This is an optimization exercise on Yosys and OpenROAD, whose aim is small area and a short achievable clock period, not a production implementation. Where RTL was checked, it was by simulation tests only, not by an equivalence proof against the original. Power is estimated from default activity; no workload was simulated.

==> flow/design.v <==
module mio_ao8 (
  input  logic [7:0] s,
  input  logic [7:0] d,
  output logic       y
);
  assign y = |(s & d);
endmodule
module mio_nor2 (
  input  logic [1:0] a,
  output logic       y_n
);
  assign y_n = ~|a;
endmodule
module mio_nand4 (
  input  logic [3:0] a,
  output logic       y_n
);
  assign y_n = ~&a;
endmodule
module mio_nor16 (
  input  logic [15:0] a,
  output logic        y_n
);
  logic [7:0] p_n;
  logic [1:0] q;
  for (genvar k = 0; k < 8; k++) begin : g_p
    mio_nor2 u_p (.a(a[2*k +: 2]), .y_n(p_n[k]));
  end
  for (genvar m = 0; m < 2; m++) begin : g_q
    mio_nand4 u_q (.a(p_n[4*m +: 4]), .y_n(q[m]));
  end
  mio_nor2 u_r (.a(q), .y_n(y_n));
endmodule
module mio_hold (
  input  logic q,
  input  logic we,
  input  logic we_n,
  input  logic d,
  output logic y
);
  assign y = (q | we) & (we_n | d);
endmodule
module mio_fin (
  input  logic rd_n,
  input  logic ram_rd_n,
  input  logic oth_n,
  output logic y
);
  assign y = ~((ram_rd_n | rd_n) & oth_n);
endmodule
module mio_predec #(
  parameter int N = 3
) (
  input  logic [N-1:0]    a,
  output logic [2**N-1:0] y_n
);
  always_comb
    for (int k = 0; k < 2**N; k++) y_n[k] = a != N'(k);
endmodule
module mio_predec_en #(
  parameter int N = 3
) (
  input  logic [N-1:0]    a,
  input  logic            en,
  output logic [2**N-1:0] y_n
);
  always_comb
    for (int k = 0; k < 2**N; k++) y_n[k] = !(en && a == N'(k));
endmodule
module mio_wl (
  input  logic a_n,
  input  logic b_n,
  output logic we,
  output logic we_n
);
  assign we   = !(a_n || b_n);
  assign we_n = a_n || b_n;
endmodule
module mem_io_responder #(
  parameter int MEM_AW   = 7,
  parameter int N_LED    = 10,
  parameter int N_SW     = 10,
  parameter int PRESCALE = 100,
  parameter int PS_W     = 7
) (
  input  logic              Clock,
  input  logic              Resetn,
  input  logic [15:0]       ADDR,
  input  logic [15:0]       DOUT,
  input  logic              W,
  output logic [15:0]       DIN,
  input  logic [N_SW-1:0]   SW,
  output logic [N_LED-1:0]  LEDR,
  output logic              Tick_flag
);
  localparam int NW = 2**MEM_AW;
  localparam int NG = NW / 8;
  logic [NW-1:0][15:0] mem;
  logic [15:0] din_q, din_d, cnt_q, cnt_d, rld_q, rld_d, rd_n, oth;
  logic [N_LED-1:0] led_q, led_d;
  logic [N_SW-1:0] sw1_q, sw2_q;
  logic [PS_W-1:0] ps_q, ps_d;
  logic en_q, en_d, ar_q, ar_d, flag_q, flag_d;
  logic sel_ram, sel_led, sel_sw, sel_tmr, wr_cnt, wr_ctl, run, tick, cnt_one;
  logic [NW-1:0] rsel, wsel, wsel_n;
  logic [NW-1:0][15:0] mem_d;
  logic [15:0][NG-1:0] grp;
  assign sel_ram = ADDR[15:12] == 4'h0;
  assign sel_led = ADDR[15:12] == 4'h1;
  assign sel_sw  = ADDR[15:12] == 4'h2;
  assign sel_tmr = ADDR[15:12] == 4'h3;
  assign wr_cnt  = W && sel_tmr && !ADDR[0];
  assign wr_ctl  = W && sel_tmr && ADDR[0];
  assign cnt_one = cnt_q == 16'd1;
  assign run     = en_q && cnt_q != '0;
  assign tick    = run && ps_q == PS_W'(PRESCALE - 1);
  logic ram_rd, ram_wr;
  assign ram_rd = sel_ram && !W;
  assign ram_wr = sel_ram && W;
  logic [7:0] pl_n, pw_n;
  logic [NG-1:0] ph_n;
  mio_predec #(.N(3)) u_pl (.a(ADDR[2:0]), .y_n(pl_n));
  mio_predec #(.N(MEM_AW-3)) u_ph (.a(ADDR[MEM_AW-1:3]), .y_n(ph_n));
  mio_predec_en #(.N(3)) u_pw (.a(ADDR[2:0]), .en(ram_wr), .y_n(pw_n));
  always_comb
    for (int i = 0; i < NW; i++) rsel[i] = !(pl_n[i%8] || ph_n[i/8]);
  for (genvar i = 0; i < NW; i++) begin : g_wl
    mio_wl u_wl (.a_n(pw_n[i%8]), .b_n(ph_n[i/8]), .we(wsel[i]), .we_n(wsel_n[i]));
  end
  for (genvar b = 0; b < 16; b++) begin : g_bit
    for (genvar g = 0; g < NG; g++) begin : g_grp
      logic [7:0] d;
      for (genvar j = 0; j < 8; j++) begin : g_w
        assign d[j] = mem[g*8 + j][b];
      end
      mio_ao8 u_ao (.s(rsel[g*8 +: 8]), .d(d), .y(grp[b][g]));
    end
    mio_nor16 u_nor (.a(grp[b]), .y_n(rd_n[b]));
  end
  always_comb begin
    led_d  = W && sel_led ? DOUT[N_LED-1:0] : led_q;
    ps_d   = (wr_cnt || tick || !run) ? '0 : ps_q + PS_W'(1);
    cnt_d  = wr_cnt ? DOUT : !tick ? cnt_q : cnt_one ? (ar_q ? rld_q : '0) : cnt_q - 16'd1;
    rld_d  = wr_cnt ? DOUT : rld_q;
    en_d   = wr_ctl ? DOUT[0] : en_q;
    ar_d   = wr_ctl ? DOUT[1] : ar_q;
    flag_d = (tick && cnt_one) || (flag_q && !(wr_ctl && DOUT[2]));
    oth    = ({16{ram_wr}} & DOUT) |
             ({16{sel_led}} & 16'(led_d)) |
             ({16{sel_sw}}  & 16'(sw2_q)) |
             ({16{sel_tmr && ADDR[0]}} & {13'b0, flag_d, ar_d, en_d}) |
             ({16{sel_tmr && !ADDR[0]}} & cnt_d);
  end
  for (genvar b = 0; b < 16; b++) begin : g_fin
    mio_fin u_fin (.rd_n(rd_n[b]), .ram_rd_n(!ram_rd), .oth_n(!oth[b]), .y(din_d[b]));
  end
  always_ff @(posedge Clock or negedge Resetn)
    if (!Resetn) begin
      din_q  <= '0;
      led_q  <= '0;
      sw1_q  <= '0;
      sw2_q  <= '0;
      cnt_q  <= '0;
      rld_q  <= '0;
      ps_q   <= '0;
      en_q   <= 1'b0;
      ar_q   <= 1'b0;
      flag_q <= 1'b0;
    end else begin
      din_q  <= din_d;
      led_q  <= led_d;
      sw1_q  <= SW;
      sw2_q  <= sw1_q;
      cnt_q  <= cnt_d;
      rld_q  <= rld_d;
      ps_q   <= ps_d;
      en_q   <= en_d;
      ar_q   <= ar_d;
      flag_q <= flag_d;
    end
  for (genvar i = 0; i < NW; i++) begin : g_word
    for (genvar b = 0; b < 16; b++) begin : g_b
      mio_hold u_hold (.q(mem[i][b]), .we(wsel[i]), .we_n(wsel_n[i]), .d(DOUT[b]), .y(mem_d[i][b]));
    end
  end
  always_ff @(posedge Clock)
    mem <= mem_d;
  assign DIN       = din_q;
  assign LEDR      = led_q;
  assign Tick_flag = flag_q;
endmodule
==> flow/config.mk <==
export PLATFORM = sky130hd
export DESIGN_NAME = mem_io_responder
export DESIGN_NICKNAME = mem_io_responder
export VERILOG_FILES = /design/flow/design.v
export SDC_FILE = /design/flow/constraint.sdc
export NUM_CORES = 4
export LEC_CHECK = 0
export CAP_MARGIN = 20
export CORE_MARGIN = 2
export CORE_UTILIZATION = 50
export CTS_BUF_LIST = sky130_fd_sc_hd__clkbuf_16
export CTS_CLUSTER_DIAMETER = 100
export CTS_CLUSTER_SIZE = 25
export SLEW_MARGIN = 20
export SYNTH_HIERARCHICAL = 1
==> flow/constraint.sdc <==
create_clock -name core_clock -period 10.0 [get_ports {Clock}]
set_input_delay 2.0000 -clock core_clock [delete_from_list [all_inputs] [get_ports {Clock}]]
set_output_delay 2.0000 -clock core_clock [all_outputs]
set_load 0.01 [all_outputs]
standard.sh (not shown) runs the stock make flow with config.mk's settings and CLKGATE_MAP_FILE= SYNTH_SCRIPT=/design/flow/synth_recipe.tcl, a recipe that flattens the netlist after the stock synthesis.
==> flow/flow/run.sh <==
#!/bin/bash
set -euo pipefail
MARGIN=$(cat flow/margin.txt)
bash standard.sh SETUP_SLACK_MARGIN=$MARGIN finish > flow_make.log 2>&1 || { tail -50 flow_make.log; exit 1; }
tail -5 flow_make.log
==> flow/flow/margin.txt <==
6.5
The first run finished clean.
Change:
--- a/flow/design.v
+++ b/flow/design.v
@@ -3,35 +3,15 @@
   input  logic [7:0] d,
   output logic       y
 );
   assign y = |(s & d);
 endmodule
-module mio_nor2 (
-  input  logic [1:0] a,
-  output logic       y_n
-);
-  assign y_n = ~|a;
-endmodule
-module mio_nand4 (
-  input  logic [3:0] a,
-  output logic       y_n
-);
-  assign y_n = ~&a;
-endmodule
 module mio_nor16 (
   input  logic [15:0] a,
   output logic        y_n
 );
-  logic [7:0] p_n;
-  logic [1:0] q;
-  for (genvar k = 0; k < 8; k++) begin : g_p
-    mio_nor2 u_p (.a(a[2*k +: 2]), .y_n(p_n[k]));
-  end
-  for (genvar m = 0; m < 2; m++) begin : g_q
-    mio_nand4 u_q (.a(p_n[4*m +: 4]), .y_n(q[m]));
-  end
-  mio_nor2 u_r (.a(q), .y_n(y_n));
+  assign y_n = ~|a;
 endmodule
 module mio_hold (
   input  logic q,
   input  logic we,
   input  logic we_n,
@@ -54,29 +34,10 @@
   input  logic [N-1:0]    a,
   output logic [2**N-1:0] y_n
 );
   always_comb
     for (int k = 0; k < 2**N; k++) y_n[k] = a != N'(k);
-endmodule
-module mio_predec_en #(
-  parameter int N = 3
-) (
-  input  logic [N-1:0]    a,
-  input  logic            en,
-  output logic [2**N-1:0] y_n
-);
-  always_comb
-    for (int k = 0; k < 2**N; k++) y_n[k] = !(en && a == N'(k));
-endmodule
-module mio_wl (
-  input  logic a_n,
-  input  logic b_n,
-  output logic we,
-  output logic we_n
-);
-  assign we   = !(a_n || b_n);
-  assign we_n = a_n || b_n;
 endmodule
 module mem_io_responder #(
   parameter int MEM_AW   = 7,
   parameter int N_LED    = 10,
   parameter int N_SW     = 10,
@@ -119,16 +80,17 @@
   assign ram_wr = sel_ram && W;
   logic [7:0] pl_n, pw_n;
   logic [NG-1:0] ph_n;
   mio_predec #(.N(3)) u_pl (.a(ADDR[2:0]), .y_n(pl_n));
   mio_predec #(.N(MEM_AW-3)) u_ph (.a(ADDR[MEM_AW-1:3]), .y_n(ph_n));
-  mio_predec_en #(.N(3)) u_pw (.a(ADDR[2:0]), .en(ram_wr), .y_n(pw_n));
+  assign pw_n = pl_n | {8{!ram_wr}};
   always_comb
-    for (int i = 0; i < NW; i++) rsel[i] = !(pl_n[i%8] || ph_n[i/8]);
-  for (genvar i = 0; i < NW; i++) begin : g_wl
-    mio_wl u_wl (.a_n(pw_n[i%8]), .b_n(ph_n[i/8]), .we(wsel[i]), .we_n(wsel_n[i]));
-  end
+    for (int i = 0; i < NW; i++) begin
+      rsel[i]   = !(pl_n[i%8] || ph_n[i/8]);
+      wsel[i]   = !(pw_n[i%8] || ph_n[i/8]);
+      wsel_n[i] = pw_n[i%8] || ph_n[i/8];
+    end
   for (genvar b = 0; b < 16; b++) begin : g_bit
     for (genvar g = 0; g < NG; g++) begin : g_grp
       logic [7:0] d;
       for (genvar j = 0; j < 8; j++) begin : g_w
         assign d[j] = mem[g*8 + j][b];
What happened: Total power barely changes; area after synthesis barely changes; sequential power hardly moves; cell area climbs by 2.4%; register-to-register slack gets worse by 0.32 ns; setup slack gets worse by 0.022 ns; first-iteration DRC count grows by about 4.5%; non-clock buffer count increases by 209; core utilization rose by 1.3 points; clock skew is about the same.

* * *

## v6
Starts from the design.v that is shown in full above.
==> flow/config.mk <==
export PLATFORM = sky130hd
export DESIGN_NAME = mem_io_responder
export DESIGN_NICKNAME = mem_io_responder
export VERILOG_FILES = /design/flow/design.v
export SDC_FILE = /design/flow/constraint.sdc
export NUM_CORES = 4
export LEC_CHECK = 0
export CAP_MARGIN = 20
export CORE_MARGIN = 2
export CORE_UTILIZATION = 50
export CTS_BUF_LIST = sky130_fd_sc_hd__clkbuf_16
export CTS_CLUSTER_DIAMETER = 100
export CTS_CLUSTER_SIZE = 25
export SLEW_MARGIN = 20
export SYNTH_HIERARCHICAL = 1
==> flow/constraint.sdc <==
create_clock -name core_clock -period 10.0 [get_ports {Clock}]
set_input_delay 2.0000 -clock core_clock [delete_from_list [all_inputs] [get_ports {Clock}]]
set_output_delay 2.0000 -clock core_clock [all_outputs]
set_load 0.01 [all_outputs]
==> flow/flow/margin.txt <==
6
Scripts as last shown in full above: flow/flow/run.sh
> inputs changed (v6 -> v7)
--- a/flow/design.v
+++ b/flow/design.v
@@ -49,26 +49,36 @@
   assign y = ~((ram_rd_n | rd_n) & oth_n);
 endmodule
 module mio_predec #(
   parameter int N = 3
 ) (
   input  logic [N-1:0]    a,
+  input  logic [N-1:0]    a_n,
   output logic [2**N-1:0] y_n
 );
   always_comb
-    for (int k = 0; k < 2**N; k++) y_n[k] = a != N'(k);
+    for (int k = 0; k < 2**N; k++) begin
+      y_n[k] = 1'b1;
+      for (int j = 0; j < N; j++) y_n[k] = y_n[k] & (k[j] ? a[j] : a_n[j]);
+      y_n[k] = !y_n[k];
+    end
 endmodule
 module mio_predec_en #(
   parameter int N = 3
 ) (
   input  logic [N-1:0]    a,
+  input  logic [N-1:0]    a_n,
   input  logic            en,
   output logic [2**N-1:0] y_n
 );
   always_comb
-    for (int k = 0; k < 2**N; k++) y_n[k] = !(en && a == N'(k));
+    for (int k = 0; k < 2**N; k++) begin
+      y_n[k] = en;
+      for (int j = 0; j < N; j++) y_n[k] = y_n[k] & (k[j] ? a[j] : a_n[j]);
+      y_n[k] = !y_n[k];
+    end
 endmodule
 module mio_wl (
   input  logic a_n,
   input  logic b_n,
   output logic we,
   output logic we_n
@@ -116,15 +126,17 @@
   assign tick    = run && ps_q == PS_W'(PRESCALE - 1);
   logic ram_rd, ram_wr;
   assign ram_rd = sel_ram && !W;
   assign ram_wr = sel_ram && W;
   logic [7:0] pl_n, pw_n;
   logic [NG-1:0] ph_n;
-  mio_predec #(.N(3)) u_pl (.a(ADDR[2:0]), .y_n(pl_n));
-  mio_predec #(.N(MEM_AW-3)) u_ph (.a(ADDR[MEM_AW-1:3]), .y_n(ph_n));
-  mio_predec_en #(.N(3)) u_pw (.a(ADDR[2:0]), .en(ram_wr), .y_n(pw_n));
+  logic [MEM_AW-1:0] addr_n;
+  assign addr_n = ~ADDR[MEM_AW-1:0];
+  mio_predec #(.N(3)) u_pl (.a(ADDR[2:0]), .a_n(addr_n[2:0]), .y_n(pl_n));
+  mio_predec #(.N(MEM_AW-3)) u_ph (.a(ADDR[MEM_AW-1:3]), .a_n(addr_n[MEM_AW-1:3]), .y_n(ph_n));
+  mio_predec_en #(.N(3)) u_pw (.a(ADDR[2:0]), .a_n(addr_n[2:0]), .en(ram_wr), .y_n(pw_n));
   always_comb
     for (int i = 0; i < NW; i++) rsel[i] = !(pl_n[i%8] || ph_n[i/8]);
   for (genvar i = 0; i < NW; i++) begin : g_wl
     mio_wl u_wl (.a_n(pw_n[i%8]), .b_n(ph_n[i/8]), .we(wsel[i]), .we_n(wsel_n[i]));
   end
   for (genvar b = 0; b < 16; b++) begin : g_bit
==> run notes <==
Cell count of the worst reg-to-reg path, v7 and v6: smaller value in v7
Comparing v7 and v6, register area share after synthesis is higher on v6.
Final worst-path cycle share delta for v7 relative to v6: 0.84 points higher
On compound-gate portion of the synthesized area, v7 and v6 are neck and neck.
v7 ended up with a higher synthesized area than v6 did.
The RTL of v7 was laid out without a check of its function.

* * *

Another version of the RTL of mem_io_responder (not shown whole).
Size: about 6300 cells after synthesis, ~72 I/O pins, ~75000 um^2 of cells after synthesis.
==> flow/design.v (excerpt) <==
module mem_io_responder #(
  parameter int MEM_AW   = 7,
  parameter int N_LED    = 10,
  parameter int N_SW     = 10,
  parameter int PRESCALE = 100,
  parameter int PS_W     = 7
) (
  input  logic              Clock,
  input  logic              Resetn,
  input  logic [15:0]       ADDR,
  input  logic [15:0]       DOUT,
  input  logic              W,
  output logic [15:0]       DIN,
  input  logic [N_SW-1:0]   SW,
  output logic [N_LED-1:0]  LEDR,
  output logic              Tick_flag
);
  localparam int NW = 2**MEM_AW;
  localparam int NG = NW / 8;
  logic [NW-1:0][15:0] mem;
  logic [15:0] din_q, din_d, cnt_q, cnt_d, rld_q, rld_d, rd_n, oth;
  logic [N_LED-1:0] led_q, led_d;
  logic [N_SW-1:0] sw1_q, sw2_q;
  logic [PS_W-1:0] ps_q, ps_d;
  logic en_q, en_d, ar_q, ar_d, flag_q, flag_d;
  logic sel_ram, sel_led, sel_sw, sel_tmr, wr_cnt, wr_ctl, run, tick, cnt_one;
  logic [NW-1:0] rsel, wsel, wsel_n;
  logic [NW-1:0][15:0] mem_d;
  logic [15:0][NG-1:0] grp;
  assign sel_ram = ADDR[15:12] == 4'h0;
  assign sel_led = ADDR[15:12] == 4'h1;
  assign sel_sw  = ADDR[15:12] == 4'h2;
  assign sel_tmr = ADDR[15:12] == 4'h3;
  assign wr_cnt  = W && sel_tmr && !ADDR[0];
  assign wr_ctl  = W && sel_tmr && ADDR[0];
  assign cnt_one = cnt_q == 16'd1;
  assign run     = en_q && cnt_q != '0;
  assign tick    = run && ps_q == PS_W'(PRESCALE - 1);
  logic ram_rd, ram_wr;
  assign ram_rd = sel_ram && !W;
  assign ram_wr = sel_ram && W;
  logic [7:0] pl_n, pw_n;
  logic [NG-1:0] ph_n;
  mio_predec #(.N(3)) u_pl (.a(ADDR[2:0]), .y_n(pl_n));
  ...
==> module mio_ao8, before the edit <==
module mio_ao8 (
  input  logic [7:0] s,
  input  logic [7:0] d,
  output logic       y
);
  assign y = |(s & d);
endmodule
==> module mio_nor16, before the edit <==
module mio_nor16 (
  input  logic [15:0] a,
  output logic        y_n
);
  assign y_n = ~|a;
endmodule
==> module mem_io_responder, before the edit <==
module mem_io_responder #(
  parameter int MEM_AW   = 7,
  parameter int N_LED    = 10,
  parameter int N_SW     = 10,
  parameter int PRESCALE = 100,
  parameter int PS_W     = 7
) (
  input  logic              Clock,
  input  logic              Resetn,
  input  logic [15:0]       ADDR,
  input  logic [15:0]       DOUT,
  input  logic              W,
  output logic [15:0]       DIN,
  input  logic [N_SW-1:0]   SW,
  output logic [N_LED-1:0]  LEDR,
  output logic              Tick_flag
);
  localparam int NW = 2**MEM_AW;
  localparam int NG = NW / 8;
  logic [NW-1:0][15:0] mem;
  logic [15:0] din_q, din_d, cnt_q, cnt_d, rld_q, rld_d, rd_n, oth;
  logic [N_LED-1:0] led_q, led_d;
  logic [N_SW-1:0] sw1_q, sw2_q;
  logic [PS_W-1:0] ps_q, ps_d;
  logic en_q, en_d, ar_q, ar_d, flag_q, flag_d;
  logic sel_ram, sel_led, sel_sw, sel_tmr, wr_cnt, wr_ctl, run, tick, cnt_one;
  logic [NW-1:0] rsel, wsel, wsel_n;
  logic [NW-1:0][15:0] mem_d;
  logic [15:0][NG-1:0] grp;
  assign sel_ram = ADDR[15:12] == 4'h0;
  assign sel_led = ADDR[15:12] == 4'h1;
  assign sel_sw  = ADDR[15:12] == 4'h2;
  assign sel_tmr = ADDR[15:12] == 4'h3;
  assign wr_cnt  = W && sel_tmr && !ADDR[0];
  assign wr_ctl  = W && sel_tmr && ADDR[0];
  assign cnt_one = cnt_q == 16'd1;
  assign run     = en_q && cnt_q != '0;
  assign tick    = run && ps_q == PS_W'(PRESCALE - 1);
  logic ram_rd, ram_wr;
  assign ram_rd = sel_ram && !W;
  assign ram_wr = sel_ram && W;
  logic [7:0] pl_n, pw_n;
  logic [NG-1:0] ph_n;
  mio_predec #(.N(3)) u_pl (.a(ADDR[2:0]), .y_n(pl_n));
  mio_predec #(.N(MEM_AW-3)) u_ph (.a(ADDR[MEM_AW-1:3]), .y_n(ph_n));
  mio_predec_en #(.N(3)) u_pw (.a(ADDR[2:0]), .en(ram_wr), .y_n(pw_n));
  always_comb
    for (int i = 0; i < NW; i++) rsel[i] = !(pl_n[i%8] || ph_n[i/8]);
  for (genvar i = 0; i < NW; i++) begin : g_wl
    mio_wl u_wl (.a_n(pw_n[i%8]), .b_n(ph_n[i/8]), .we(wsel[i]), .we_n(wsel_n[i]));
  end
  for (genvar b = 0; b < 16; b++) begin : g_bit
    for (genvar g = 0; g < NG; g++) begin : g_grp
      logic [7:0] d;
      for (genvar j = 0; j < 8; j++) begin : g_w
        assign d[j] = mem[g*8 + j][b];
      end
      mio_ao8 u_ao (.s(rsel[g*8 +: 8]), .d(d), .y(grp[b][g]));
    end
    mio_nor16 u_nor (.a(grp[b]), .y_n(rd_n[b]));
  end
  always_comb begin
    led_d  = W && sel_led ? DOUT[N_LED-1:0] : led_q;
    ps_d   = (wr_cnt || tick || !run) ? '0 : ps_q + PS_W'(1);
    cnt_d  = wr_cnt ? DOUT : !tick ? cnt_q : cnt_one ? (ar_q ? rld_q : '0) : cnt_q - 16'd1;
    rld_d  = wr_cnt ? DOUT : rld_q;
    en_d   = wr_ctl ? DOUT[0] : en_q;
    ar_d   = wr_ctl ? DOUT[1] : ar_q;
    flag_d = (tick && cnt_one) || (flag_q && !(wr_ctl && DOUT[2]));
    oth    = ({16{ram_wr}} & DOUT) |
             ({16{sel_led}} & 16'(led_d)) |
             ({16{sel_sw}}  & 16'(sw2_q)) |
             ({16{sel_tmr && ADDR[0]}} & {13'b0, flag_d, ar_d, en_d}) |
             ({16{sel_tmr && !ADDR[0]}} & cnt_d);
  end
  for (genvar b = 0; b < 16; b++) begin : g_fin
    mio_fin u_fin (.rd_n(rd_n[b]), .ram_rd_n(!ram_rd), .oth_n(!oth[b]), .y(din_d[b]));
  end
  always_ff @(posedge Clock or negedge Resetn)
    if (!Resetn) begin
      din_q  <= '0;
      led_q  <= '0;
      sw1_q  <= '0;
      sw2_q  <= '0;
      cnt_q  <= '0;
      rld_q  <= '0;
      ps_q   <= '0;
      en_q   <= 1'b0;
      ar_q   <= 1'b0;
      flag_q <= 1'b0;
    end else begin
      din_q  <= din_d;
      led_q  <= led_d;
      sw1_q  <= SW;
      sw2_q  <= sw1_q;
      cnt_q  <= cnt_d;
      rld_q  <= rld_d;
      ps_q   <= ps_d;
      en_q   <= en_d;
      ar_q   <= ar_d;
      flag_q <= flag_d;
    end
  for (genvar i = 0; i < NW; i++) begin : g_word
    for (genvar b = 0; b < 16; b++) begin : g_b
      mio_hold u_hold (.q(mem[i][b]), .we(wsel[i]), .we_n(wsel_n[i]), .d(DOUT[b]), .y(mem_d[i][b]));
    end
  end
  always_ff @(posedge Clock)
    mem <= mem_d;
  assign DIN       = din_q;
  assign LEDR      = led_q;
  assign Tick_flag = flag_q;
endmodule
export LEC_CHECK = 0
export CAP_MARGIN = 20
export CORE_MARGIN = 2
export CORE_UTILIZATION = 50
export CTS_BUF_LIST = sky130_fd_sc_hd__clkbuf_16
export CTS_CLUSTER_DIAMETER = 100
export CTS_CLUSTER_SIZE = 25
export SLEW_MARGIN = 20
export SYNTH_HIERARCHICAL = 1
create_clock -name core_clock -period 10.0 [get_ports {Clock}]
==> flow/flow/margin.txt <==
6.5
Scripts as last shown in full above: flow/flow/run.sh
Then changed:
--- a/flow/design.v
+++ b/flow/design.v
@@ -1,16 +1,20 @@
-module mio_ao8 (
-  input  logic [7:0] s,
-  input  logic [7:0] d,
-  output logic       y
+module mio_aoi #(
+  parameter int N = 3
+) (
+  input  logic [N-1:0] s,
+  input  logic [N-1:0] d,
+  output logic         y_n
 );
-  assign y = |(s & d);
+  assign y_n = ~|(s & d);
 endmodule
-module mio_nor16 (
-  input  logic [15:0] a,
-  output logic        y_n
+module mio_and #(
+  parameter int N = 43
+) (
+  input  logic [N-1:0] a_n,
+  output logic         y_n
 );
-  assign y_n = ~|a;
+  assign y_n = &a_n;
 endmodule
 module mio_hold (
   input  logic q,
   input  logic we,
@@ -83,9 +87,10 @@
   logic en_q, en_d, ar_q, ar_d, flag_q, flag_d;
   logic sel_ram, sel_led, sel_sw, sel_tmr, wr_cnt, wr_ctl, run, tick, cnt_one;
   logic [NW-1:0] rsel, wsel, wsel_n;
   logic [NW-1:0][15:0] mem_d;
-  logic [15:0][NG-1:0] grp;
+  localparam int NT = (NW + 2) / 3;
+  logic [15:0][NT-1:0] trm_n;
   assign sel_ram = ADDR[15:12] == 4'h0;
   assign sel_led = ADDR[15:12] == 4'h1;
   assign sel_sw  = ADDR[15:12] == 4'h2;
   assign sel_tmr = ADDR[15:12] == 4'h3;
@@ -107,16 +112,17 @@
   for (genvar i = 0; i < NW; i++) begin : g_wl
     mio_wl u_wl (.a_n(pw_n[i%8]), .b_n(ph_n[i/8]), .we(wsel[i]), .we_n(wsel_n[i]));
   end
   for (genvar b = 0; b < 16; b++) begin : g_bit
-    for (genvar g = 0; g < NG; g++) begin : g_grp
-      logic [7:0] d;
-      for (genvar j = 0; j < 8; j++) begin : g_w
-        assign d[j] = mem[g*8 + j][b];
+    for (genvar t = 0; t < NT; t++) begin : g_trm
+      localparam int N = (NW - 3*t) < 3 ? (NW - 3*t) : 3;
+      logic [N-1:0] d;
+      for (genvar j = 0; j < N; j++) begin : g_w
+        assign d[j] = mem[t*3 + j][b];
       end
-      mio_ao8 u_ao (.s(rsel[g*8 +: 8]), .d(d), .y(grp[b][g]));
+      mio_aoi #(.N(N)) u_ao (.s(rsel[t*3 +: N]), .d(d), .y_n(trm_n[b][t]));
     end
-    mio_nor16 u_nor (.a(grp[b]), .y_n(rd_n[b]));
+    mio_and #(.N(NT)) u_and (.a_n(trm_n[b]), .y_n(rd_n[b]));
   end
   always_comb begin
     led_d  = W && sel_led ? DOUT[N_LED-1:0] : led_q;
     ps_d   = (wr_cnt || tick || !run) ? '0 : ps_q + PS_W'(1);
What happened:
- The changed run completed without violations
- sequential share of layout area came out higher by 4.2 points
- via count came out lower by a few percent
- wire length came out lower by roughly a tenth
- area after synthesis came out lower by a few percent
- clock power is about the same
- hold slack gets better by 0.0031 ns
No run of this note included a check of the RTL's function; only the layout flow was run.

-- separate check: timing with driven ports --
No port has a modelled driver above. Below, the same layouts with a new extraction and two added sets of constraints.
Step 1, drivers: a clkbuf_16 drives Clock and a buf_2 each remaining input, both assumed.
Step 2 also shifts input and output timing later by t, the mid clock arrival at the registers, as if the neighbouring blocks saw the same clock.
Three values: ideal, step 1, step 2; two values: the first two.
| run | t (ns) | setup WS [ns] | hold WS [ns] |
|---|---|---|---|
| the first run of note 1 | 0.831 | 5.952 / 5.970 / 5.140 | 0.356 / 0.356 / 0.356 |
| the second run of note 1 | 0.828 | 5.930 / 5.906 / 5.078 | 0.359 / 0.359 / 0.359 |
| v6 | 0.827 | 5.870 / 5.849 / 5.022 | 0.357 / 0.357 / 0.357 |
| v7 | 0.833 | 5.787 / 5.713 / 4.880 | 0.357 / 0.357 / 0.357 |
| the first run of note 3 | 0.832 | 5.986 / 5.883 / 5.051 | 0.360 / 0.360 / 0.360 |
| the second run of note 3 | 0.845 | 5.441 / 5.336 / 4.491 | 0.363 / 0.363 / 0.363 |
After both steps setup and hold are still met in every run listed. For the second run of note 3, which loses most, drivers alone change the setup slack by -0.105 ns; drivers and shift together by -0.950 ns.
